Context: an optimization exercise on an open-source flow, tuned for small area, a short achievable clock period and few clock cycles per item. The choices shown serve that exercise and are no tape-out recipe. No activity file was given, so power comes from the tool's default toggle rates.

==> inputs of v1 <==
## ble_ad_structure_parser
module ble_ad_structure_parser (
   input  logic             clock,
   input  logic             reset,
   input  logic             req_valid,
   output logic             req_stall,
   input  logic [16:0]      req_data,    
   output logic             rsp_valid,
   input  logic             rsp_stall,
   output logic [78:0]      rsp_data,    
   input  logic             csr_valid,
   output logic             csr_ready,
   input  logic [7:0]       csr_data
);
make LEC_CHECK=0 CAP_MARGIN=20 CORE_MARGIN=2 CORE_UTILIZATION=40 SETUP_SLACK_MARGIN=3.0 SLEW_MARGIN=20 finish   # period 5.5 ns
run.sh (not shown) runs the stock make flow with config.mk's settings and CLKGATE_MAP_FILE= SYNTH_SCRIPT=/design/flow/synth_recipe.tcl, a recipe that flattens the netlist after the stock synthesis.
==> inputs of v12, as changes to v1 <==
--- a/flow/design.v
+++ b/flow/design.v
@@ -52,11 +52,16 @@
    output logic               req_stall,
    input  logic [16:0]        req_data,
    output logic               csr_ready,
    input  logic [7:0]         name_limit,
    input  logic               full,
+   input  logic               pop,
    input  logic               wide_pend,
+   input  logic               wide_take,
+   input  logic               pop_ok,
+   input  logic               wide_ok,
+   input  logic               rsp_stall,
    output logic               push,
    output logic               wide_push,
    output bap_pkg::entry_type ent,
    output logic [63:0]        acc
 );
@@ -86,13 +91,17 @@
    endfunction
    logic [2:0] lane;
    logic kw;
    assign lane = lane_of(cls_ff, pos_ff);
    assign kw = keep_of(cls_ff, pos_ff);
-   assign wstall = wide_pend && !in_first && nz_ff;
-   assign go = in_v && !full && !wstall;
-   assign req_stall = in_v && !go;
+   logic wblock, st_reg, st_if;
+   assign wblock = wide_pend && !in_first && nz_ff;
+   assign wstall = wblock && !wide_take;
+   assign go = in_v && !wstall && (!full || pop);
+   assign st_reg = in_v && ((wblock && !wide_ok) || (full && !pop_ok));
+   assign st_if = in_v && (wblock || full);
+   assign req_stall = st_reg || (rsp_stall && st_if);
    assign accept = req_valid && !req_stall;
    assign csr_ready = !in_v;
    assign name_ok = (pos_ff < name_limit);
    logic [8:0] dfull;
    assign dfull = {1'b0, req_data[8:1]} - 9'd1 - {1'b0, req_data[16:9]};
@@ -120,11 +129,11 @@
    bap_pkg::phase_type ph;
    logic [7:0] rem, ps;
    logic [6:0] cn, cm1;
    logic [1:0] st;
    logic [3:0] cls;
-   logic       act, endb, nm, stop2, is_name, rec, wide, half, drec_n, nmn_n;
+   logic       act, endb, nm, stop2, is_name, rec, wide, half, drec_n, nmn_n, nz_n;
    logic [3:0] kind, mask;
    always_comb begin
       act = !in_lz && (in_first || offs_ff <= in_lm1);
       endb = !in_lz && (in_first ? in_l1 : (offs_ff == in_lm1));
       stop2 = in_dneg || (!in_first && offs_ff > in_d);
@@ -141,10 +150,11 @@
       kind = 4'(bap_pkg::K_UNKNOWN);
       wide = 1'b0;
       half = 1'b0;
       drec_n = 1'b0;
       nmn_n = 1'b0;
+      nz_n = 1'b0;
       case (ph)
          bap_pkg::PH_LEN: begin
             if (in_bz) begin
                ph = bap_pkg::PH_STOP; st = 2'd1;
             end else if (stop2) begin
@@ -198,12 +208,22 @@
                bap_pkg::C_DEVID: drec_n = (pos_ff == 8'd6);
                bap_pkg::C_APPEAR: drec_n = (pos_ff == 8'd0);
                bap_pkg::C_MANUF: drec_n = 1'b1;
                default: drec_n = 1'b0;
             endcase
-            nmn_n = ({1'b0, pos_ff} + 9'd1 < {1'b0, name_limit});
+            case (cls_ff)
+               bap_pkg::C_UUID16: nz_n = !pos_ff[0];
+               bap_pkg::C_UUID32: nz_n = (pos_ff[1:0] != 2'd3);
+               bap_pkg::C_U128: nz_n = (pos_ff[2:0] != 3'd7);
+               bap_pkg::C_CLASS, bap_pkg::C_HASH, bap_pkg::C_RAND, bap_pkg::C_DEVID:
+                  nz_n = (pos_ff < 8'd15) && (pos_ff[2:0] != 3'd7);
+               bap_pkg::C_APPEAR, bap_pkg::C_MANUF: nz_n = (pos_ff == 8'd0);
+               default: nz_n = 1'b0;
+            endcase
+            if (rem_ff == 8'd1) nz_n = 1'b0;
             ps = pos_ff + 8'd1;
+            nmn_n = (ps < name_limit);
             rem = rem_ff - 8'd1;
             if (rem_ff == 8'd1) ph = bap_pkg::PH_LEN;
          end
          default: ;
       endcase
@@ -233,11 +253,11 @@
       if (reset) begin
          phase_ff <= bap_pkg::PH_LEN; offs_ff <= '0; cnt_ff <= '0; nz_ff <= 1'b0;
       end else if (go) begin
          if (act) begin
             phase_ff <= ph; offs_ff <= (in_first ? 8'd0 : offs_ff) + 8'd1; cnt_ff <= cn;
-            nz_ff <= (ph == bap_pkg::PH_DATA) && keep_of(cls, ps) && (lane_of(cls, ps) != 3'd0);
+            nz_ff <= nz_n;
          end else if (in_first) begin
             phase_ff <= bap_pkg::PH_LEN; offs_ff <= '0; cnt_ff <= '0; nz_ff <= 1'b0;
          end
       end
    end
@@ -261,28 +281,34 @@
    input  logic               push,
    input  logic               wide_push,
    input  bap_pkg::entry_type ent,
    input  logic [63:0]        acc,
    output logic               full,
+   output logic               pop,
    output logic               wide_pend,
+   output logic               wide_take,
+   output logic               pop_ok,
+   output logic               wide_ok,
    output logic               rsp_valid,
    input  logic               rsp_stall,
    output logic [78:0]        rsp_data
 );
    localparam int D = bap_pkg::QueueDepth;
    logic [D-1:0][bap_pkg::EntryBits-1:0] q_ff;
    logic [D-1:0] occ_ff;            
-   logic pop, take, rec, wide_take;
+   logic take, rec;
    bap_pkg::entry_type h, h_next;
    logic [63:0] val;
    assign h = q_ff[0];
    assign full = occ_ff[D-1];
    assign rsp_valid = occ_ff[0];
    assign rec = h.rec_valid;
+   assign pop_ok = occ_ff[0] && !(h.rec_valid && h.end_valid);
+   assign wide_ok = occ_ff[0] && h.mask[0];
    assign take = occ_ff[0] && !rsp_stall;
-   assign pop = take && !(h.rec_valid && h.end_valid);
-   assign wide_take = take && h.mask[0];
+   assign pop = pop_ok && !rsp_stall;
+   assign wide_take = wide_ok && !rsp_stall;
    always_comb begin
       h_next = h;
       h_next.rec_valid = 1'b0;
       h_next.mask = '0;
       h_next.num = h.num + 7'd1;
@@ -333,20 +359,22 @@
    input  logic             csr_valid,
    output logic             csr_ready,
    input  logic [7:0]       csr_data
 );
    logic [7:0] limit_ff;
-   logic full, push, wide_push, wide_pend;
+   logic full, pop, wide_take, pop_ok, wide_ok, push, wide_push, wide_pend;
    bap_pkg::entry_type ent;
    logic [63:0] acc;
    always_ff @(posedge clock) begin
       if (reset) limit_ff <= bap_pkg::NameLimitReset;
       else if (csr_valid && csr_ready) limit_ff <= csr_data;
    end
-   bap_front u_front (.clock(clock), .reset(reset), .req_valid(req_valid),
+   bap_front u_front (.clock(clock), .reset(reset), .req_valid(req_valid), .rsp_stall(rsp_stall),
+                      .pop_ok(pop_ok), .wide_ok(wide_ok),
                       .req_stall(req_stall), .req_data(req_data), .csr_ready(csr_ready),
-                      .name_limit(limit_ff), .full(full), .wide_pend(wide_pend),
+                      .name_limit(limit_ff), .full(full), .pop(pop), .wide_pend(wide_pend), .wide_take(wide_take),
                       .push(push), .wide_push(wide_push), .ent(ent), .acc(acc));
    bap_back u_back (.clock(clock), .reset(reset), .push(push), .wide_push(wide_push),
-                    .ent(ent), .acc(acc), .full(full), .wide_pend(wide_pend),
+                    .pop_ok(pop_ok), .wide_ok(wide_ok),
+                    .ent(ent), .acc(acc), .full(full), .pop(pop), .wide_pend(wide_pend), .wide_take(wide_take),
                     .rsp_valid(rsp_valid), .rsp_stall(rsp_stall), .rsp_data(rsp_data));
 endmodule
==> flow/flow/run.sh (new file) <==
#!/bin/bash
# Standard layout, with the port buffers inserted before placement made of
# sky130_fd_sc_hd__buf_2 cells instead of the buffer buffer_ports picks by default.
set -euo pipefail
export BUFFER_PORTS_ARGS="-buffer_cell sky130_fd_sc_hd__buf_2"
bash standard.sh > standard_flow.log 2>&1
==> flow/standard.sh (new file) <==
#!/bin/bash
# synth_recipe.tcl (not shown) runs the flow's synth.tcl, then flattens the netlist and writes it again
# the make line also repeats each setting of config.mk as NAME=value (left out here)
make -C /OpenROAD-flow-scripts/flow DESIGN_CONFIG=/design/flow/config.mk WORK_HOME=/design/flow/orfs CLKGATE_MAP_FILE= SYNTH_SCRIPT=/design/flow/synth_recipe.tcl "${@:-finish}"
--- a/flow/config.mk
+++ b/flow/config.mk
@@ -6,7 +6,7 @@
 export NUM_CORES = 4
 export LEC_CHECK = 0
 export CAP_MARGIN = 20
 export CORE_MARGIN = 2
 export CORE_UTILIZATION = 40
-export SETUP_SLACK_MARGIN = 3.0
+export SETUP_SLACK_MARGIN = 2.8
 export SLEW_MARGIN = 20
removed: flow/run.sh
==> qor summary <==
metric                                                          v12             v1
Result of the run                  no timing/DRC/antenna violations  no timing/DRC/antenna violations
Count of clock-net buffers in the final layout                   33             32
GRT Util Overall                                             18.63%         19.10%
Min setup slack post-route                                 2.423 ns       2.671 ns
Routability cong.                                            0.8412         0.8433
Switching Power                                            843.7 uW       936.7 uW
Logic depth of the worst path, buffers included                   7             11
Capture point of the worst reg-to-reg path           u_back.q_ff[6]  u_front.nz_ff
Xor-xnor portion of the synthesized cell area                2.424%         2.534%
Buffers inserted during post-CTS setup optimization              30             77
Reg area                                                  6017 um^2      6023 um^2
Slowest stage delay, CP                                     0.21 ns        0.45 ns
Seq/Total Area, Yosys                                        53.61%         52.65%
Reg-to-reg setup timing slack                               2.82 ns        2.67 ns
Standard cell core area                                  27710 um^2     27930 um^2
Y dimension of the die                                     171.3 um       172.9 um
Worst setup EP type                                      output pin           flop
Multi-input combinational area share                         38.05%         36.44%
Switching part of the total power                            22.59%         24.62%
No functional check of the RTL was part of any run of this note.

==> what the ideal ports hide <==
Ports are ideal in the flow. The routed layouts listed here were re-timed in OpenROAD. Step 1 (the two cells are an assumption about what drives the block):
set clk [get_ports {clock}]
set_driving_cell -lib_cell sky130_fd_sc_hd__clkbuf_16 $clk
set_driving_cell -lib_cell sky130_fd_sc_hd__buf_2 [delete_from_list [all_inputs] $clk]
Step 2, shift: input delay + t, output delay - t, t = (earliest + latest rising clock arrival at the registers) / 2. This alone moves slack from input paths to output paths. Three values: ideal, step 1, step 2; two values: the first two.
run	t (ns)	setup slack, ns	worst setup path at the end
v1	0.565	2.671 / 2.630 / 2.555	input to register
v12	0.550	2.423 / 2.383 / 2.340	input to register
After both steps every run listed still meets setup and hold. The setup slack of v1, which loses most, moves by -0.041 ns with the drivers and by -0.116 ns with both steps.
